Context: an optimization exercise on an open-source flow, tuned for a short achievable clock period and few clock cycles per item. The choices shown serve that exercise and are no tape-out recipe. Function was checked by simulation only, so behaviour that the tests miss may differ from the original. Power is estimated from default activity; no workload was simulated.

## flow/run.sh

```bash
#!/bin/bash
# synth_recipe.tcl (not shown) runs the flow's synth.tcl, then flattens the netlist and writes it again
# the make line also repeats each setting of config.mk as NAME=value (left out here)
make -C /OpenROAD-flow-scripts/flow DESIGN_CONFIG=/design/flow/config.mk WORK_HOME=/design/flow/orfs CLKGATE_MAP_FILE= SYNTH_SCRIPT=/design/flow/synth_recipe.tcl finish
```

## flow/constraint.sdc

```tcl
create_clock -name core_clock -period 7.0 [get_ports {clk}]
set_input_delay 1.4000 -clock core_clock [delete_from_list [all_inputs] [get_ports {clk}]]
set_output_delay 1.4000 -clock core_clock [all_outputs]
set_load 0.01 [all_outputs]
```

## flow/config.mk

```make
export PLATFORM = sky130hd
export DESIGN_NAME = linked_block_pool_allocator
export DESIGN_NICKNAME = linked_block_pool_allocator
export VERILOG_FILES = /design/flow/design.v
export SDC_FILE = /design/flow/constraint.sdc
export NUM_CORES = 4
export LEC_CHECK = 0
export ABC_CLOCK_PERIOD_IN_PS = 3000
export CAP_MARGIN = 20
export CORE_MARGIN = 2
export CORE_UTILIZATION = 20
export PLACE_DENSITY = 0.45
export SETUP_SLACK_MARGIN = 3.0
export SLEW_MARGIN = 20
export TNS_END_PERCENT = 50
```

## flow/design.v

```verilog
package lbpa_pkg;
  localparam int POOL_BLOCKS = 64;
  localparam int IDX_W       = $clog2(POOL_BLOCKS);
  localparam int LINK_W      = IDX_W + 1;
  typedef logic [IDX_W-1:0]  idx_t;
  typedef logic [LINK_W-1:0] link_t;
  localparam link_t LINK_NONE = LINK_W'(POOL_BLOCKS);
  localparam logic [1:0] REQ_ALLOC      = 2'd0;
  localparam logic [1:0] REQ_FREE_ONE   = 2'd1;
  localparam logic [1:0] REQ_FREE_CHAIN = 2'd2;
  localparam logic STATUS_OK    = 1'b0;
  localparam logic STATUS_EMPTY = 1'b1;
endpackage
module linked_block_pool_allocator #(
  parameter int KW = 2     
) (
  input  logic       clk,
  input  logic       rst,
  input  logic       req_valid,
  output logic       req_stall,
  input  logic [1:0] req_type,
  input  logic [5:0] block_index,
  output logic       rsp_valid,
  input  logic       rsp_stall,
  output logic [6:0] result_index,
  output logic       status
);
  localparam int NB     = lbpa_pkg::POOL_BLOCKS;
  localparam int IDX_W  = lbpa_pkg::IDX_W;
  localparam int LINK_W = lbpa_pkg::LINK_W;
  localparam logic [LINK_W-1:0] NONE = lbpa_pkg::LINK_NONE;
  localparam logic [1:0] REQ_ALLOC      = lbpa_pkg::REQ_ALLOC;
  localparam logic [1:0] REQ_FREE_ONE   = lbpa_pkg::REQ_FREE_ONE;
  localparam logic [1:0] REQ_FREE_CHAIN = lbpa_pkg::REQ_FREE_CHAIN;
  localparam logic STATUS_OK    = lbpa_pkg::STATUS_OK;
  localparam logic STATUS_EMPTY = lbpa_pkg::STATUS_EMPTY;
  typedef logic [IDX_W-1:0]  idx_t;
  typedef logic [LINK_W-1:0] link_t;
  function automatic logic [NB-1:0] oh(input logic [LINK_W-1:0] l);
    oh = l[IDX_W] ? '0 : (NB'(1) << l[IDX_W-1:0]);
  endfunction
  function automatic logic [LINK_W-1:0] rd(input logic [NB*LINK_W-1:0] tab,
                                           input logic [NB-1:0] sel);
    rd = '0;
    for (int i = 0; i < NB; i++)
      rd = rd | (tab[i*LINK_W +: LINK_W] & {LINK_W{sel[i]}});
  endfunction
  link_t [NB-1:0] nxt_q, prv_q, nxt_d, prv_d;
  link_t          fh_q, fh_d, fn_q, fn_d;
  logic  [NB-1:0] fh_oh_q, fn_oh_q;
  logic           u_v_q, u_walk_q;
  logic [1:0]     u_type_q;
  idx_t           x_q;
  logic  [NB-1:0] x_oh_q;
  link_t          cp_q;       
  link_t          cnt_q;      
  logic [1:0]       q_v_q;
  logic [1:0][1:0]  q_type_q;
  idx_t [1:0]       q_b_q;
  logic             stall_q;
  logic       o0_v_q, o1_v_q;
  logic [7:0] o0_q, o1_q;
  logic       accept, pop, exec, rel, alc, cut, take, walk_d, ufree, pself;
  logic       phit;
  link_t      prr;
  logic           pend_v_q, pend_v_d;
  link_t          pend_d_q, pend_d_d;
  logic  [NB-1:0] pend_oh_q, pend_oh_d;
  link_t      nr, pr, fr, p, n, cnt_d, cp_d, v;
  logic [NB-1:0] p_oh, n_oh, nr_oh;
  logic  [KW-1:0]         ws, wc, wl;
  link_t [KW-1:0]         wx, wp, wn, wcp, wfh, wcnt;
  logic  [KW-1:0][NB-1:0] wx_oh, wp_oh, wn_oh, wfh_oh;
  link_t                  xn;
  logic  [NB-1:0]         xn_oh;
  logic [7:0] res;
  assign req_stall    = stall_q;
  assign rsp_valid    = o0_v_q;
  assign result_index = o0_q[6:0];
  assign status       = o0_q[7];
  assign accept = req_valid && !stall_q;
  assign pop    = o0_v_q && !rsp_stall;
  always_comb begin
    exec = u_v_q && (u_walk_q || !o1_v_q);
    take = exec && !u_walk_q;
    cut  = take && (u_type_q == REQ_FREE_CHAIN);
    rel  = (exec && u_walk_q) || cut || (take && (u_type_q == REQ_FREE_ONE));
    alc  = take && (u_type_q == REQ_ALLOC) && !fh_q[IDX_W];
    nr    = rd(nxt_q, x_oh_q);      
    prr   = rd(prv_q, x_oh_q);      
    phit  = pend_v_q && (pend_oh_q & x_oh_q) != '0;
    pr    = phit ? pend_d_q : prr;
    fr    = rd(nxt_q, fn_oh_q);     
    nr_oh = oh(nr);
    pself = 1'b0;
    for (int i = 0; i < NB; i++)
      pself = pself | (x_oh_q[i] && prv_q[i] == LINK_W'(i));
    if (phit) pself = (pend_d_q == LINK_W'(x_q));
    p     = u_walk_q ? cp_q : pr;
    p_oh  = oh(p);
    if (cut && pself) begin
      n    = NONE;
      n_oh = '0;
    end else begin
      n    = nr;
      n_oh = nr_oh;
    end
    ws[0]     = rel;
    wx[0]     = LINK_W'(x_q);
    wx_oh[0]  = x_oh_q;
    wfh[0]    = fh_q;
    wfh_oh[0] = fh_oh_q;
    wp[0]     = p;
    wp_oh[0]  = p_oh;
    wn[0]     = n;
    wn_oh[0]  = n_oh;
    wcnt[0]   = u_walk_q ? cnt_q + 1'b1 : LINK_W'(1);
    wc[0]     = (u_walk_q || cut) && !n[IDX_W] && (wcnt[0] != NONE);
    for (int m = 0; m < KW; m++) begin
      if (m > 0) begin
        ws[m]     = ws[m-1] && wc[m-1];
        wx[m]     = wn[m-1];
        wx_oh[m]  = wn_oh[m-1];
        wfh[m]    = wx[m-1];
        wfh_oh[m] = wx_oh[m-1];
        wp[m]     = wcp[m-1];
        wp_oh[m]  = oh(wp[m]);
        v = rd(nxt_q, wx_oh[m]);
        for (int k = 0; k < m; k++) begin
          if (wp[k] == wx[m]) v = wn[k];
          if (wx[k] == wx[m]) v = wfh[k];
        end
        wn[m]     = v;
        wn_oh[m]  = oh(v);
        wcnt[m]   = wcnt[m-1] + 1'b1;
        wc[m]     = !wn[m][IDX_W] && (wcnt[m] != NONE);
      end
      wcp[m] = wp[m];
      if (wx[m] == wn[m])  wcp[m] = NONE;
      if (wfh[m] == wn[m]) wcp[m] = wx[m];
    end
    for (int m = 0; m < KW; m++)
      wl[m] = ws[m] && ((m == KW - 1) || !ws[(m + 1) % KW]);
    pend_v_d  = 1'b0;
    pend_d_d  = fh_q;
    pend_oh_d = nr_oh;
    if (alc) pend_v_d = !nr[IDX_W];
    for (int m = 0; m < KW; m++) begin
      if (wl[m]) begin
        pend_v_d  = !wn[m][IDX_W] && (wn[m] != wx[m]) && (wn[m] != wfh[m]);
        pend_d_d  = wp[m];
        pend_oh_d = wn_oh[m];
      end
    end
    for (int i = 0; i < NB; i++) begin
      nxt_d[i] = nxt_q[i];
      prv_d[i] = (pend_v_q && pend_oh_q[i]) ? pend_d_q : prv_q[i];
      if ((rel && p_oh[i]) || (alc && fh_oh_q[i])) nxt_d[i] = nr;
      if ((rel || alc) && x_oh_q[i])                nxt_d[i] = fh_q;
      if (alc && fn_oh_q[i])                        prv_d[i] = NONE;
      if (wl[0] && x_oh_q[i])                       prv_d[i] = NONE;
      if ((rel || alc) && fh_oh_q[i])               prv_d[i] = LINK_W'(x_q);
      for (int m = 1; m < KW; m++) begin
        if (ws[m] && wp_oh[m][i])  nxt_d[i] = wn[m];
        if (ws[m] && wx_oh[m][i])  nxt_d[i] = wfh[m];
        if (wl[m] && wx_oh[m][i])  prv_d[i] = NONE;
        if (ws[m] && wfh_oh[m][i]) prv_d[i] = wx[m];
      end
    end
    fh_d = fh_q;
    fn_d = fn_q;
    if (rel) begin
      fh_d = LINK_W'(x_q);
      fn_d = fh_q;
    end else if (alc) begin
      fh_d = fn_q;
      if (fn_q == LINK_W'(x_q))  fn_d = fh_q;
      else if (fn_q == fh_q)     fn_d = nr;
      else                       fn_d = fr;
    end
    cnt_d  = wcnt[0];
    walk_d = rel && wc[0];
    cp_d   = wcp[0];
    xn     = wn[0];
    xn_oh  = wn_oh[0];
    for (int m = 1; m < KW; m++) begin
      if (ws[m]) begin
        fh_d   = wx[m];
        fn_d   = wfh[m];
        cnt_d  = wcnt[m];
        walk_d = wc[m];
        cp_d   = wcp[m];
        xn     = wn[m];
        xn_oh  = wn_oh[m];
      end
    end
    unique case (u_type_q)
      REQ_ALLOC:      res = fh_q[IDX_W] ? {STATUS_EMPTY, NONE} : {STATUS_OK, fh_q};
      REQ_FREE_ONE:   res = {STATUS_OK, n};
      REQ_FREE_CHAIN: res = {STATUS_OK, p};
      default:        res = {STATUS_OK, NONE};
    endcase
    ufree = !u_v_q || (exec && !walk_d);
  end
  always_ff @(posedge clk) begin
    if (rst) begin
      for (int i = 0; i < NB; i++) begin
        nxt_q[i] <= LINK_W'(i + 1);
        prv_q[i] <= (i == 0) ? NONE : LINK_W'(i - 1);
      end
      fh_q     <= LINK_W'(0);
      pend_v_q <= 1'b0;
      fh_oh_q  <= NB'(1);
      fn_q     <= LINK_W'(1);
      fn_oh_q  <= NB'(2);
      u_v_q    <= 1'b0;
      u_walk_q <= 1'b0;
      q_v_q    <= '0;
      stall_q  <= 1'b0;
      o0_v_q   <= 1'b0;
      o1_v_q   <= 1'b0;
    end else begin
      nxt_q   <= nxt_d;
      pend_v_q  <= pend_v_d;
      pend_d_q  <= pend_d_d;
      pend_oh_q <= pend_oh_d;
      prv_q   <= prv_d;
      fh_q    <= fh_d;
      fh_oh_q <= oh(fh_d);
      fn_q    <= fn_d;
      fn_oh_q <= oh(fn_d);
      if (!ufree) begin
        u_walk_q <= walk_d || u_walk_q && !exec;
        if (walk_d) begin
          x_q    <= xn[IDX_W-1:0];
          x_oh_q <= xn_oh;
        end
        if (accept) begin
          q_v_q[q_v_q[0]]    <= 1'b1;
          q_type_q[q_v_q[0]] <= req_type;
          q_b_q[q_v_q[0]]    <= block_index;
        end
        stall_q <= q_v_q[0] && accept || q_v_q[1];
      end else begin
        u_walk_q <= 1'b0;
        if (q_v_q[0]) begin
          u_v_q    <= 1'b1;
          u_type_q <= q_type_q[0];
          x_q      <= q_b_q[0];
          x_oh_q   <= oh(LINK_W'(q_b_q[0]));
          q_v_q[0]    <= q_v_q[1] || accept;
          q_type_q[0] <= q_v_q[1] ? q_type_q[1] : req_type;
          q_b_q[0]    <= q_v_q[1] ? q_b_q[1] : block_index;
          q_v_q[1]    <= q_v_q[1] && accept;
          q_type_q[1] <= req_type;
          q_b_q[1]    <= block_index;
          stall_q     <= q_v_q[1] && accept;
        end else begin
          u_v_q    <= accept;
          u_type_q <= req_type;
          x_q      <= block_index;
          x_oh_q   <= oh(LINK_W'(block_index));
          stall_q  <= 1'b0;
        end
      end
      if (pop) begin
        o0_v_q <= o1_v_q || take;
        o0_q   <= o1_v_q ? o1_q : res;
        o1_v_q <= o1_v_q && take;
        o1_q   <= res;
      end else if (take) begin
        if (!o0_v_q) begin
          o0_v_q <= 1'b1;
          o0_q   <= res;
        end else begin
          o1_v_q <= 1'b1;
          o1_q   <= res;
        end
      end
    end
  end
  always_ff @(posedge clk) begin
    if (rel) begin
      cnt_q <= cnt_d;
      cp_q  <= cp_d;
    end
  end
endmodule
```

==> metrics.md, run 1 <==
| Metric | Value |
|---|---|
| Run status | `stopped before the end` |
| Exit stage | `5_1_grt` |
| Stop err | `[ERROR GRT-0116] Global routing finished with congestion. Check the congestion regions in the DRC Viewer.` |
| Number of clock sinks seen by CTS | `1,235` |
| Half-perimeter wire length of the detailed placement result | `1054 mm` |
| Htree depth | `4` |
| Synth Area in XOR/XNOR | `0.4656%` |
| Average footprint of a synthesized cell | `7.061 µm²` |
| Count of flip-flops with a built-in enable after synthesis | `189` |
| Chip width | `661.8 µm` |
| Most used flip-flop cell after synthesis | `dfxtp_1` |
| Syn Nets | `12,270` |
| Arithmetic-cell share of the synthesized area counting full adders, half adders and majority gates | `0.05494%` |
| Simple logic cell fraction of the synthesized area | `26.60%` |
| Global-route wire length before repair | `1674 mm` |
| Mapped Cells | `12,255` |
| IO Port Bufs | `21` |
| Num ports | `22` |
| Seq/Total Area, Yosys | `30.76%` |
| Dominant cells by area after synthesis | `dfxtp_1 (24%), nand2_1 (9.1%), edfxtp_1 (6.6%), a21oi_1 (6.4%), o21ai_0 (5.4%)` |
| Cell with the most instances after synthesis | `nand2_1` |
| Fraction of post-synthesis cell area in the top cell type by area | `24.20%` |
| Main combinational cell family by area after synthesis | `compound AO/OA/AOI/OAI gates` |
| Routability congestion estimate | `1.259` |
| Unique cell type count in the Yosys netlist | `108` |
| Initial core utilization | `20.08%` |
| Complex-gate fraction of the synthesized area | `31.23%` |
| Multiplexer fraction of the synthesized cell area | `4.437%` |
| Count of yosys warnings during synthesis | `1` |
| Total track usage | `60.08%` |
| Post-Place Cell Area | `121,500 µm²` |
| Cell taking the most area after synthesis | `dfxtp_1` |
| #FFs+latches synth | `1,235` |
| Clk buf depth | `4` |
| Most frequent cells after synthesis | `nand2_1 (2,101), nor2_1 (1,206), a21oi_1 (1,113), dfxtp_1 (1,046), o21ai_0 (937)` |
| Number of hold buffers added after CTS | `0` |
| Cell at the root of the clock tree | `clkbuf_16` |
| Cell area after synthesis | `86,540 µm²` |
| Vias in the first global route | `126,580` |
| Share of synthesized flip-flops with an asynchronous set or reset | `0%` |
| Die Y-Extent | `661.8 µm` |
| Number of CTS-inserted buffers | `182` |
| Std cell rows | `241` |
| Maximum number of pins on one net before global-route repair | `130` |
| Leftover overflow at the end of global routing | `2` |
[cell families after synthesis]
logic type	Yosys count
and+or+nand+nor	5129
AOI/OAI and AO/OA	4120
DFF	1235
buffers and inverters	1347
muxes	374
adders and majority gates	4
xor gates and xnor gates	46
[power groups by stage]
stage / registers (W) / clock network, W / logic, W
4_1_cts: 0.00789 / 0.00990 / 0.00735
2_1_floorplan: 0.00769 / 0 / 0.00254
3_5_place_dp: 0.00804 / 0 / 0.00702
3_3_place_gp: 0.00804 / 0 / 0.00708
[metal layers]
| metal | global-route usage (%) | overflow |
|---|---|---|
| met3 | 29.99 | 0 |
| met2 | 81.51 | 2 |
| met5 | 2.704 | 0 |
| met1 | 64.63 | 0 |
| met4 | 63.69 | 0 |
[what timing repair did]
action	CTS
setup endpoints to repair	1316
resized for setup	620
pin swaps	144
gates cloned	6
setup buffers	172
[through the flow]
stage                     setup WS [ns]  instances
after CTS                        0.9799      20313
after detailed placement        -0.6266      19807
after global placement           -1.519      19804
after floorplan                   2.237      12255
[worst max-delay path by stage]
stage / startpoint / slack, ns / end
4_1_cts: x_oh_q[29] / 0.98 / register
3_5_place_dp: x_oh_q[39] / -0.63 / x_oh_q[56]
3_3_place_gp: x_oh_q[5] / -1.52 / x_oh_q[54]
2_1_floorplan: x_oh_q[26] / 2.24 / x_oh_q[0]
Testbench counts, summed over its fixed seeds: cycles 37,040, requests 12,000.
==> run 2: changes to the inputs <==
--- a/flow/design.v
+++ b/flow/design.v
@@ -50,6 +50,12 @@
   logic  [NB-1:0] fh_oh_q, fn_oh_q;
-  logic           u_v_q, u_walk_q;
-  logic [1:0]     u_type_q;
+  logic           u_walk_q;
   idx_t           x_q;
   logic  [NB-1:0] x_oh_q;
+  logic           r_v_q;
+  logic [1:0]     r_type_q;
+  idx_t           r_b_q;
+  logic  [NB-1:0] r_oh_q;
+  idx_t           xs;
+  logic  [NB-1:0] sel_oh;
+  logic           xkeep, rfree;
   link_t          cp_q;       
@@ -62,3 +68,3 @@
   logic [7:0] o0_q, o1_q;
-  logic       accept, pop, exec, rel, alc, cut, take, walk_d, ufree, pself;
+  logic       accept, pop, rel, alc, cut, take, walk_d, pself;
   logic       phit;
@@ -83,10 +89,11 @@
   always_comb begin
-    exec = u_v_q && (u_walk_q || !o1_v_q);
-    take = exec && !u_walk_q;
-    cut  = take && (u_type_q == REQ_FREE_CHAIN);
-    rel  = (exec && u_walk_q) || cut || (take && (u_type_q == REQ_FREE_ONE));
-    alc  = take && (u_type_q == REQ_ALLOC) && !fh_q[IDX_W];
-    nr    = rd(nxt_q, x_oh_q);      
-    prr   = rd(prv_q, x_oh_q);      
-    phit  = pend_v_q && (pend_oh_q & x_oh_q) != '0;
+    sel_oh = x_oh_q | (r_oh_q & {NB{!u_walk_q}});
+    xs     = u_walk_q ? x_q : r_b_q;
+    take = !u_walk_q && r_v_q && !o1_v_q;
+    cut  = take && (r_type_q == REQ_FREE_CHAIN);
+    rel  = u_walk_q || cut || (take && (r_type_q == REQ_FREE_ONE));
+    alc  = take && (r_type_q == REQ_ALLOC) && !fh_q[IDX_W];
+    nr    = u_walk_q ? rd(nxt_q, x_oh_q) : rd(nxt_q, r_oh_q);
+    prr   = rd(prv_q, r_oh_q);      
+    phit  = pend_v_q && (pend_oh_q & r_oh_q) != '0;
     pr    = phit ? pend_d_q : prr;
@@ -96,4 +103,4 @@
     for (int i = 0; i < NB; i++)
-      pself = pself | (x_oh_q[i] && prv_q[i] == LINK_W'(i));
-    if (phit) pself = (pend_d_q == LINK_W'(x_q));
+      pself = pself | (r_oh_q[i] && prv_q[i] == LINK_W'(i));
+    if (phit) pself = (pend_d_q == LINK_W'(r_b_q));
     p     = u_walk_q ? cp_q : pr;
@@ -108,4 +115,4 @@
     ws[0]     = rel;
-    wx[0]     = LINK_W'(x_q);
-    wx_oh[0]  = x_oh_q;
+    wx[0]     = LINK_W'(xs);
+    wx_oh[0]  = sel_oh;
     wfh[0]    = fh_q;
@@ -158,6 +165,6 @@
       if ((rel && p_oh[i]) || (alc && fh_oh_q[i])) nxt_d[i] = nr;
-      if ((rel || alc) && x_oh_q[i])                nxt_d[i] = fh_q;
+      if ((rel || alc) && sel_oh[i])                nxt_d[i] = fh_q;
       if (alc && fn_oh_q[i])                        prv_d[i] = NONE;
-      if (wl[0] && x_oh_q[i])                       prv_d[i] = NONE;
-      if ((rel || alc) && fh_oh_q[i])               prv_d[i] = LINK_W'(x_q);
+      if (wl[0] && sel_oh[i])                       prv_d[i] = NONE;
+      if ((rel || alc) && fh_oh_q[i])               prv_d[i] = LINK_W'(xs);
       for (int m = 1; m < KW; m++) begin
@@ -172,3 +179,3 @@
     if (rel) begin
-      fh_d = LINK_W'(x_q);
+      fh_d = LINK_W'(xs);
       fn_d = fh_q;
@@ -176,3 +183,3 @@
       fh_d = fn_q;
-      if (fn_q == LINK_W'(x_q))  fn_d = fh_q;
+      if (fn_q == LINK_W'(xs))  fn_d = fh_q;
       else if (fn_q == fh_q)     fn_d = nr;
@@ -196,3 +203,3 @@
     end
-    unique case (u_type_q)
+    unique case (r_type_q)
       REQ_ALLOC:      res = fh_q[IDX_W] ? {STATUS_EMPTY, NONE} : {STATUS_OK, fh_q};
@@ -202,3 +209,6 @@
     endcase
-    ufree = !u_v_q || (exec && !walk_d);
+    xkeep = (rel && wcnt[0] != NONE && (u_walk_q || cut));
+    for (int m = 1; m < KW; m++)
+      if (ws[m]) xkeep = (wcnt[m] != NONE);
+    rfree = !r_v_q || take;
   end
@@ -215,4 +225,5 @@
       fn_oh_q  <= NB'(2);
-      u_v_q    <= 1'b0;
+      r_v_q    <= 1'b0;
       u_walk_q <= 1'b0;
+      x_oh_q   <= '0;
       q_v_q    <= '0;
@@ -231,8 +242,6 @@
       fn_oh_q <= oh(fn_d);
-      if (!ufree) begin
-        u_walk_q <= walk_d || u_walk_q && !exec;
-        if (walk_d) begin
-          x_q    <= xn[IDX_W-1:0];
-          x_oh_q <= xn_oh;
-        end
+      u_walk_q <= walk_d;
+      x_q      <= xn[IDX_W-1:0];
+      x_oh_q   <= xn_oh & {NB{xkeep}};
+      if (!rfree) begin
         if (accept) begin
@@ -244,8 +253,7 @@
       end else begin
-        u_walk_q <= 1'b0;
         if (q_v_q[0]) begin
-          u_v_q    <= 1'b1;
-          u_type_q <= q_type_q[0];
-          x_q      <= q_b_q[0];
-          x_oh_q   <= oh(LINK_W'(q_b_q[0]));
+          r_v_q    <= 1'b1;
+          r_type_q <= q_type_q[0];
+          r_b_q    <= q_b_q[0];
+          r_oh_q   <= oh(LINK_W'(q_b_q[0]));
           q_v_q[0]    <= q_v_q[1] || accept;
@@ -258,6 +266,6 @@
         end else begin
-          u_v_q    <= accept;
-          u_type_q <= req_type;
-          x_q      <= block_index;
-          x_oh_q   <= oh(LINK_W'(block_index));
+          r_v_q    <= accept;
+          r_type_q <= req_type;
+          r_b_q    <= block_index;
+          r_oh_q   <= oh(LINK_W'(block_index));
           stall_q  <= 1'b0;
--- a/flow/config.mk
+++ b/flow/config.mk
@@ -10,4 +10,4 @@
 export CORE_MARGIN = 2
-export CORE_UTILIZATION = 20
-export PLACE_DENSITY = 0.45
+export CORE_UTILIZATION = 18
+export PLACE_DENSITY = 0.38
 export SETUP_SLACK_MARGIN = 3.0
==> run 2 against run 1 <==
Net effect:
- the run again fails in 5_1_grt
- synthesized cell count decreased by 4.6%
- area after synthesis increased by 1.4%
==> metrics.md, run 2 <==
| Metric | Value |
|---|---|
| Most used flip-flop cell after synthesis | `dfxtp_1` |
| Cell at the root of the clock tree | `clkbuf_16` |
| Initial core utilization | `18.06%` |
| Global-route wire length before repair | `1934 mm` |
| Complex-gate fraction of the synthesized area | `33.13%` |
| Half-perimeter wire length of the detailed placement result | `1264 mm` |
| Vias in the first global route | `135,021` |
| Number of CTS-inserted buffers | `191` |
| Mapped Cells | `11,691` |
| Cell area after synthesis | `87,760 µm²` |
| Count of flip-flops with a built-in enable after synthesis | `195` |
| Dominant cells by area after synthesis | `dfxtp_1 (25%), nor2_1 (7.5%), a22oi_1 (7.5%), edfxtp_1 (6.7%), nand2_1 (5.0%)` |
| Maximum number of pins on one net before global-route repair | `138` |
| Share of synthesized flip-flops with an asynchronous set or reset | `0%` |
| Pre-CTS worst setup slack | `-1.256 ns` |
| Number of clock sinks seen by CTS | `1,305` |
| Count of yosys warnings during synthesis | `1` |
| Chip width | `702.2 µm` |
| Post-Place Cell Area | `133,400 µm²` |
| Multiplexer fraction of the synthesized cell area | `5.566%` |
| Syn Nets | `11,706` |
| Synth Area in XOR/XNOR | `0.5489%` |
| Cell with the most instances after synthesis | `nor2_1` |
| Main combinational cell family by area after synthesis | `compound AO/OA/AOI/OAI gates` |
| Seq/Total Area, Yosys | `31.99%` |
| Simple logic cell fraction of the synthesized area | `22.59%` |
| Num ports | `22` |
| Run status | `stopped before the end` |
| IO Port Bufs | `21` |
| Most frequent cells after synthesis | `nor2_1 (1,753), nand2_1 (1,174), dfxtp_1 (1,110), clkbuf_1 (937), a22oi_1 (872)` |
| Htree depth | `4` |
| Cell Count Post-Placement | `20,796` |
| Average footprint of a synthesized cell | `7.506 µm²` |
| Die Y-Extent | `702.2 µm` |
| Fraction of post-synthesis cell area in the top cell type by area | `25.32%` |
| Stop err | `[ERROR GRT-0116] Global routing finished with congestion. Check the congestion regions in the DRC Viewer.` |
| #FFs+latches synth | `1,305` |
| Total track usage | `62.80%` |
| Unique cell type count in the Yosys netlist | `104` |
| Leftover overflow at the end of global routing | `3` |
| Cell taking the most area after synthesis | `dfxtp_1` |
| Clk buf depth | `4` |
| Arithmetic-cell share of the synthesized area counting full adders, half adders and majority gates | `0.04277%` |
| Std cell rows | `256` |
| Routability congestion estimate | `1.199` |
| Exit stage | `5_1_grt` |
## run 2: cell types whose count changed after synthesis, moves of 131 or more
cell	delta
a22oi_1	+437
o22ai_1	+301
o21ai_0	-289
a221oi_1	+131
nand3_1	-555
a21oi_1	-336
nand2_1	-927
nor2_1	+547
## run 2: worst max path at each step
stage                from          to  slack [ns]  cells after the start
2_1_floorplan  r_oh_q[14]     cp_q[3]        2.24                     20
3_5_place_dp   r_oh_q[49]  x_oh_q[48]       -1.26                     27
4_1_cts        r_oh_q[49]     cp_q[5]        0.08                     27
3_3_place_gp   r_oh_q[45]  nxt_q[249]       -2.31                     24
## run 2: logic make-up after synthesis
group,after synthesis
XOR/XNOR,55
flip-flops,1305
adder cells (fa/ha/maj),3
buffers and inverters,1285
AO/OA/AOI/OAI,4218
multiplexers,478
AND/OR/NAND/NOR,4347
## run 2: metal layers
metal / global-route usage [%] / overflow
met1: 68.19 / 0
met2: 82.41 / 2
met3: 36.18 / 0
met4: 62.36 / 1
met5: 5.235 / 0
## run 2: timing repair
action / in CTS
setup endpoints to repair: 1208
setup buffers: 66
gates resized for setup: 274
hold buffers: 0
pin swaps: 50
gates cloned: 1
## run 2: stage by stage
step,utilization [%],TNS (ns)
after CTS,29.20,0
after detailed placement,27.45,-233.61
after global placement,27.43,-529.31
after floorplan,-,0
## run 2: power by group through the flow
stage	Combinational, W	Clock (W)	Sequential, W
after floorplan	0.00615	0	0.00860
after global placement	0.0194	0	0.00936
after detailed placement	0.0192	0	0.00934
after CTS	0.0200	0.0107	0.00919
Testbench counts of run 2, summed over its fixed seeds: cycles 37,040, requests 12,000.
